Context: an optimization exercise on an open-source flow, tuned for small area. The choices shown serve that exercise and are no tape-out recipe. The RTL was checked by simulation tests, not by an equivalence proof against the original design. Power figures rest on the tool's default switching activity, not on a simulated workload.

`flow/standard.sh`:
```
#!/bin/bash
# synth_recipe.tcl (not shown) runs the flow's synth.tcl, then flattens the netlist and writes it again
# the make line also repeats each setting of config.mk as NAME=value (left out here)
make -C /OpenROAD-flow-scripts/flow DESIGN_CONFIG=/design/flow/config.mk WORK_HOME=/design/flow/orfs CLKGATE_MAP_FILE= SYNTH_SCRIPT=/design/flow/synth_recipe.tcl "${@:-finish}"
```
`flow/flow/run.sh`:
```
#!/bin/bash
# Standard synthesis, then the standard ORFS layout with a few extra knobs:
# plain buffers on the ports, free resizing, no CTS dummy loads, power
# (and so area) recovery after global routing.
set -euo pipefail
bash standard.sh synth > synth.log 2>&1
bash standard.sh finish \
  "BUFFER_PORTS_ARGS=-buffer_cell sky130_fd_sc_hd__buf_2" \
  "MATCH_CELL_FOOTPRINT=0" \
  "RECOVER_POWER=100" \
  "CTS_ARGS=-sink_clustering_enable -repair_clock_nets -dont_use_dummy_load -sink_clustering_size 20 -buf_list {sky130_fd_sc_hd__clkbuf_4 sky130_fd_sc_hd__clkbuf_8}" \
  > layout.log 2>&1
```
`flow/constraint.sdc`:
```
create_clock -name core_clock -period 5.5 [get_ports {clk}]
set_input_delay 1.1000 -clock core_clock [delete_from_list [all_inputs] [get_ports {clk}]]
set_output_delay 1.1000 -clock core_clock [all_outputs]
set_load 0.01 [all_outputs]
```
`flow/config.mk`:
```
export PLATFORM = sky130hd
export DESIGN_NAME = regfile_sb
export DESIGN_NICKNAME = regfile_sb
export VERILOG_FILES = /design/flow/design.v
export SDC_FILE = /design/flow/constraint.sdc
export NUM_CORES = 4
export LEC_CHECK = 0
export CAP_MARGIN = 0
export CORE_MARGIN = 2
export CORE_UTILIZATION = 55
export CTS_BUF_LIST = sky130_fd_sc_hd__clkbuf_4 sky130_fd_sc_hd__clkbuf_8
export CTS_CLUSTER_SIZE = 20
export SLEW_MARGIN = 0
export SYNTH_HIERARCHICAL = 1
```
`flow/design.v`:
```
module regfile_sb #(
    parameter int DATA_W = 32,
    parameter int ADDR_W = 5,
    parameter int BYPASS = 1,
    parameter int V0_IDX = 2,
    parameter int A0_IDX = 4
) (
    input  logic              clk,
    input  logic              rst,
    input  logic [ADDR_W-1:0] rd_addr_a,
    output logic [DATA_W-1:0] rd_data_a,
    input  logic [ADDR_W-1:0] rd_addr_b,
    output logic [DATA_W-1:0] rd_data_b,
    input  logic              wr_en,
    input  logic [ADDR_W-1:0] wr_addr,
    input  logic [DATA_W-1:0] wr_data,
    input  logic              iss_en,
    input  logic [ADDR_W-1:0] iss_addr,
    output logic              busy_a,
    output logic              busy_b,
    output logic [DATA_W-1:0] sys_v0,
    input  logic              print_req,
    output logic [DATA_W-1:0] sys_a0,
    output logic              sys_a0_vld
);
    localparam int DEPTH = 1 << ADDR_W;
    logic [DATA_W-1:0] r_regs [1:DEPTH-1];
    logic [DEPTH-1:1]  r_pend;
    logic [DATA_W-1:0] r_sys_a0;
    logic              r_sys_a0_vld;
    logic [DEPTH-1:1]  w_we;       
    logic [DEPTH-1:1]  w_iss;      
    logic [DEPTH-1:1]  w_sel_a;    
    logic [DEPTH-1:1]  w_sel_b;
    logic              w_hit_a;
    logic              w_hit_b;
    logic [DATA_W-1:0] w_wdata;    
    always_comb begin
        for (int i = 1; i < DEPTH; i++) begin
            w_we[i]    = wr_en && (wr_addr == i[ADDR_W-1:0]);
            w_iss[i]   = iss_en && (iss_addr == i[ADDR_W-1:0]);
            w_sel_a[i] = (rd_addr_a == i[ADDR_W-1:0]) && !w_we[i];
            w_sel_b[i] = (rd_addr_b == i[ADDR_W-1:0]) && !w_we[i];
        end
    end
    assign w_hit_a = wr_en && (wr_addr == rd_addr_a) && (rd_addr_a != '0);
    assign w_hit_b = wr_en && (wr_addr == rd_addr_b) && (rd_addr_b != '0);
    assign w_wdata = rst ? '0 : wr_data;
    logic [DATA_W-1:0] w_col_a [DEPTH];    
    always_comb begin
        w_col_a[0] = wr_data;
        for (int i = 1; i < DEPTH; i++) w_col_a[i] = r_regs[i];
    end
    genvar gk;
    generate
        for (gk = 0; gk < DATA_W; gk++) begin : g_col
            logic [DEPTH-1:0] d;
            for (genvar gi = 0; gi < DEPTH; gi++) begin : g_d
                assign d[gi] = w_col_a[gi][gk];
            end
            rf_col32 u_a (.s({w_sel_a, w_hit_a}), .d(d), .y(rd_data_a[gk]));
            rf_col32 u_b (.s({w_sel_b, w_hit_b}), .d(d), .y(rd_data_b[gk]));
        end
    endgenerate
    rf_col32 u_busy_a (.s({w_sel_a, w_hit_a}), .d({r_pend, 1'b0}), .y(busy_a));
    rf_col32 u_busy_b (.s({w_sel_b, w_hit_b}), .d({r_pend, 1'b0}), .y(busy_b));
    assign sys_v0 = r_regs[V0_IDX];
    always_ff @(posedge clk) begin
        for (int i = 1; i < DEPTH; i++) begin
            if (w_we[i] || rst) begin
                r_regs[i] <= w_wdata;
            end
        end
    end
    always_ff @(posedge clk) begin
        for (int i = 1; i < DEPTH; i++) begin
            if (rst) begin
                r_pend[i] <= 1'b0;
            end else if (w_iss[i]) begin
                r_pend[i] <= 1'b1;
            end else if (w_we[i]) begin
                r_pend[i] <= 1'b0;
            end
        end
    end
    always_ff @(posedge clk) begin
        r_sys_a0_vld <= print_req && !rst;
        if (print_req || rst) begin
            r_sys_a0 <= (w_we[A0_IDX] || rst) ? w_wdata : r_regs[A0_IDX];
        end
    end
    assign sys_a0     = r_sys_a0;
    assign sys_a0_vld = r_sys_a0_vld;
endmodule
module rf_col32 (
    input  logic [31:0] s,
    input  logic [31:0] d,
    output logic        y
);
    logic [10:0] n;
    for (genvar g = 0; g < 10; g++) begin : g_aoi
        rf_aoi3 u (.s(s[3*g+2:3*g]), .d(d[3*g+2:3*g]), .y(n[g]));
    end
    rf_aoi2 u_last (.s(s[31:30]), .d(d[31:30]), .y(n[10]));
    rf_or11n u_or (.n(n), .y(y));
endmodule
module rf_aoi3 (
    input  logic [2:0] s,
    input  logic [2:0] d,
    output logic       y
);
    assign y = ~|(s & d);
endmodule
module rf_aoi2 (
    input  logic [1:0] s,
    input  logic [1:0] d,
    output logic       y
);
    assign y = ~|(s & d);
endmodule
module rf_or11n (
    input  logic [10:0] n,
    output logic        y
);
    assign y = ~&n;
endmodule
```
==> metrics.md <==
| Metric | Value |
|---|---|
| Outcome | `failed layout checks` |
| Layout violations | `capacitance limit, slew limit, setup timing` |
| Core Rows | `between 100 and 150` |
| Core Area | `77340 um^2` |
| Max clock buf depth | `3` |
| Syn Area/Cell | `16.89 um^2` |
| Netlist cell types | `41` |
| Power Total | `16.87 mW` |
| Critical path arrival | `4.43 ns` |
| Final core occ | `63.28%` |
| Starting density of the core | `roughly 55%` |
| Critical path's largest stage delay | `0.55 ns` |
| Yosys reg bits | `1056` |
| Post-CTS setup buffer count | `0` |
| Clk slew on worst S/H paths | `~0.060 ns` |
| CP max-delay cell | `or3_1` |
| DR WL met2 | `73.43 mm` |
| Detail Route Antenna Nets | `0` |
| Layout fillers | `5836` |
| Drt drc | `0` |
| Hold Vio Cnt, Final | `0` |
| Synth Warn # | `9` |
| Post-Syn Area | `42860 um^2` |
| Final net count | `3063` |
| Resize count post-CTS | `0` |
| Area Overhead vs Synth | `14.18%` |
| Register area share after synthesis | `~72%` |
| H-tree levels | `4` |
| WL met1 | `roughly 58 mm` |
| Initial DRC count | `8651` |
| RSZ-0062 raised after global routing | `false` |
| Max-cap violations | `62` |
| Cells after Synth | `2537` |
| Fin. max-slew vios | `1718` |
| CP startpoint kind | `input port` |
| Worst Tran Pin Value | `roughly 3.8 ns` |
| PortBufs | `187` |
| CTS tree | `built` |
| Cts bufs inserted | `170` |
| Layout cells sized above 1 | `18.11%` |
| Vias in the first global route | `around 33k` |
| Clock Latency Late Sink | `0.81 ns` |
| # setup viols final | `1` |
| Root Driver | `clkbuf_8` |
| Final HPWL from detailed placement | `109.7 mm` |
| Max FO, Critical Path | `33` |
| Vias | `33.74k` |
| Setup slack after layout | `-0.02864 ns` |
| Post-synth ARST share | `0%` |
| Die span in x | `283.2 um` |
| Worst setup EP type | `output port` |
| Uppermost layer routed | `met5` |
| DRT Wirelength | `172.9 mm` |
| Total gr overflow | `0` |
| Min Tclk post-route | `5.529 ns` |
| Ys flop type | `edfxtp_1` |
| Crit Path Category | `input port to output port` |
| CTS Sinks | `1056` |
| Most used cell, CP | `buf_2` |
| Worst Path Required | `4.40 ns` |
| Initial antenna violation count | `11` |
| Cell Pwr Density | `around 340 nW/um^2` |
| GPL Wtd Cong | `just under 1` |
| Routed wl met3 | `approximately 27 mm` |
| Full die area | `80180 um^2` |
| Leakage power | `15.62 nW` |
| Min-delay worst type | `flop to flop` |
| Final Cycle Share | `100.5%` |
| Top Ports | `188` |
| CP Cell Sequence | `buf_2 -> nand4bb_2 -> clkbuf_4 -> nor2_1 -> nor3_1 -> buf_4 -> a222oi_1 -> nand4_1 -> or3_1 -> buf_2` |
| Hold-fix buffer count after cts | `0` |
| Post-DR vias/cell | `8.333` |
| First-pass GRT wire length | `238.5 mm` |
| Max rail drop VDD | `0.2820 mV` |
| Post-synth EDFFs | `992` |
| Drt pass-1 iters | `13` |
| Setup Skew | `0.04202 ns` |
| Top achievable clock speed | `~180 MHz` |
| Worst Reg-to-Reg Cells | `2` |
| Worst slew margin | `-154.3%` |
| Die extent in y | `approximately 280 um` |
| Largest net degree at the start of global routing | `87` |
| Worst hold stages | `2` |
| Gr usage total | `42.01%` |
| Wire per inst | `between 40 and 50 um` |
[modules after synthesis, one instance, submodules excluded, excerpt]
module | flip-flops and latches | cells inside | area [um^2]
regfile_sb | 1056 | 1547 | 33860
rf_aoi3 | 0 | 1 | 10.01
rf_or11n | 0 | 4 | 23.77
rf_aoi2 | 0 | 1 | 12.51
[metrics by stage]
| stage | TNS (ns) | cell area (um^2) | hold slack (ns) | std cells | setup WS [ns] |
|---|---|---|---|---|---|
| finish | -0.02864 | 48940 | 0.5048 | 4049 | -0.02864 |
| global route | 0 | 48940 | 0.5180 | 4049 | 0.03570 |
| CTS | 0 | 49310 | 0.4813 | 4042 | 0.2174 |
| detailed placement | 0 | 46970 | 0.4926 | 3872 | 0.2337 |
| global placement | 0 | 46950 | 0.4850 | 3871 | 0.2025 |
| floorplan | -10.23 | 42960 | 0.4629 | 2538 | -0.1550 |
[cells by family after synthesis]
logic type	Yosys count	share of synthesized area (%)
other	1	0.008749
buffers and inverters	112	1.381
XOR/XNOR	8	0.1635
AND/OR/NAND/NOR	527	7.062
AO/OA/AOI/OAI	833	18.90
flip-flops	1056	72.49
[sequential cells by signal, indices dropped and copies added (netlist names)]
signal        flops
r_sys_a0_vld      1
r_pend           31
r_regs          992
r_sys_a0         32
[synthesized netlist by cell type (all sizes together) (14+ instances only)]
library cell,n,area [um^2]
or2,32,200.2
nor3,49,245.2
a222oi,660,6606
dfxtp,64,1281
nor2,39,146.4
inv,31,116.4
nand2,15,56.30
buf,56,381.6
o32ai,23,201.4
nand2b,16,100.1
nand4,133,832.1
clkbuf,25,93.84
or3,69,431.7
a22oi,66,825.8
a21oi,40,200.2
nor2b,37,231.5
nor4,14,87.58
edfxtp,992,29790
nand3,103,515.5
o21ai,32,160.2
[layout make-up]
| cell class | instances | area [um^2] | area share (%) |
|---|---|---|---|
| sequential | 1056 | 31070 | 63.49 |
| multi-input combinational | 1370 | 11690 | 23.88 |
| timing repair buffer | 377 | 2412 | 4.929 |
| clock buffer | 170 | 2340 | 4.781 |
| tap | 1040 | 1301 | 2.659 |
| inverter | 31 | 116.4 | 0.2378 |
| antenna | 5 | 12.51 | 0.02557 |
[per-layer routing]
| layer | track usage, % | vias to the layer above |
|---|---|---|
| met5 | 0 | - |
| met4 | 29.68 | 4 |
| met3 | 13.14 | 670 |
| met2 | 60.65 | 3521 |
| met1 | 54.22 | 16580 |
| li1 | - | 12970 |
[cells in the final DEF, fill, tap and decap left out, types with 11 or more instances in the layout]
cell type / n
nor2b_1: 36
buf_12: 27
buf_4: 111
clkbuf_2: 11
o21ai_0: 32
clkbuf_8: 170
a222oi_1: 660
a21oi_1: 40
nor3_2: 42
nor2_1: 38
nand3_1: 103
edfxtp_1: 992
nand4_1: 133
nor4_4: 12
nand2_1: 15
o32ai_1: 23
nand2b_1: 16
inv_1: 28
or2_0: 23
dfxtp_1: 64
or3_1: 69
clkbuf_1: 143
buf_2: 81
a22oi_2: 66
[power breakdown]
group	leakage, nW	internal (mW)	switching (mW)
logic	4.24	0.392	1.10
registers	10.2	9.55	0.358
clock network	1.22	2.71	2.75
total	15.6	12.7	4.21
[path summary, 6_finish.rpt]
| check | from | end | slack, ns |
|---|---|---|---|
| worst max-delay path | wr_addr[4] | rd_data_a[31] | -0.03 |
| worst min-delay path | r_pend[5]$_SDFFE_PP0P_ | r_pend[5]$_SDFFE_PP0P_ | 0.50 |
| worst max register to register | r_regs[4][26]$_DFF_P_ | r_sys_a0[26]$_DFFE_PP_ | 4.25 |
| worst min register to register | r_pend[5]$_SDFFE_PP0P_ | r_pend[5]$_SDFFE_PP0P_ | 0.50 |
[critical path, delay by kind of cell]
family / cells / cell delay, ns
AOI/OAI and AO/OA: 1 / 0.44
buffers and inverters: 4 / 1.06
and+or+nand+nor: 5 / 1.79

[separate check: timing with driven ports]
The flow's constraints put no driver on any port. The routed layout listed below was extracted and timed again, unchanged, in two steps. Step 1: set_driving_cell puts a clkbuf_16 on clk and a buf_2 on each other input, an assumption about the parent block. Step 2 adds t to the input delays and takes it off the output delays; t is the mean of the earliest and latest rising clock arrival at the registers after step 1. Input paths then give back, and output paths get back, about the clock's delay inside the block. Three values: no drivers, after step 1, after step 2; two values: the first two.
t (ns): 0.869
setup slack, ns: -0.029 / -0.049 / -0.404
latest minus earliest clock arrival (ns): 0.087 / 0.087
The setup slack of this run moves by -0.020 ns with the drivers and by -0.375 ns with both steps.
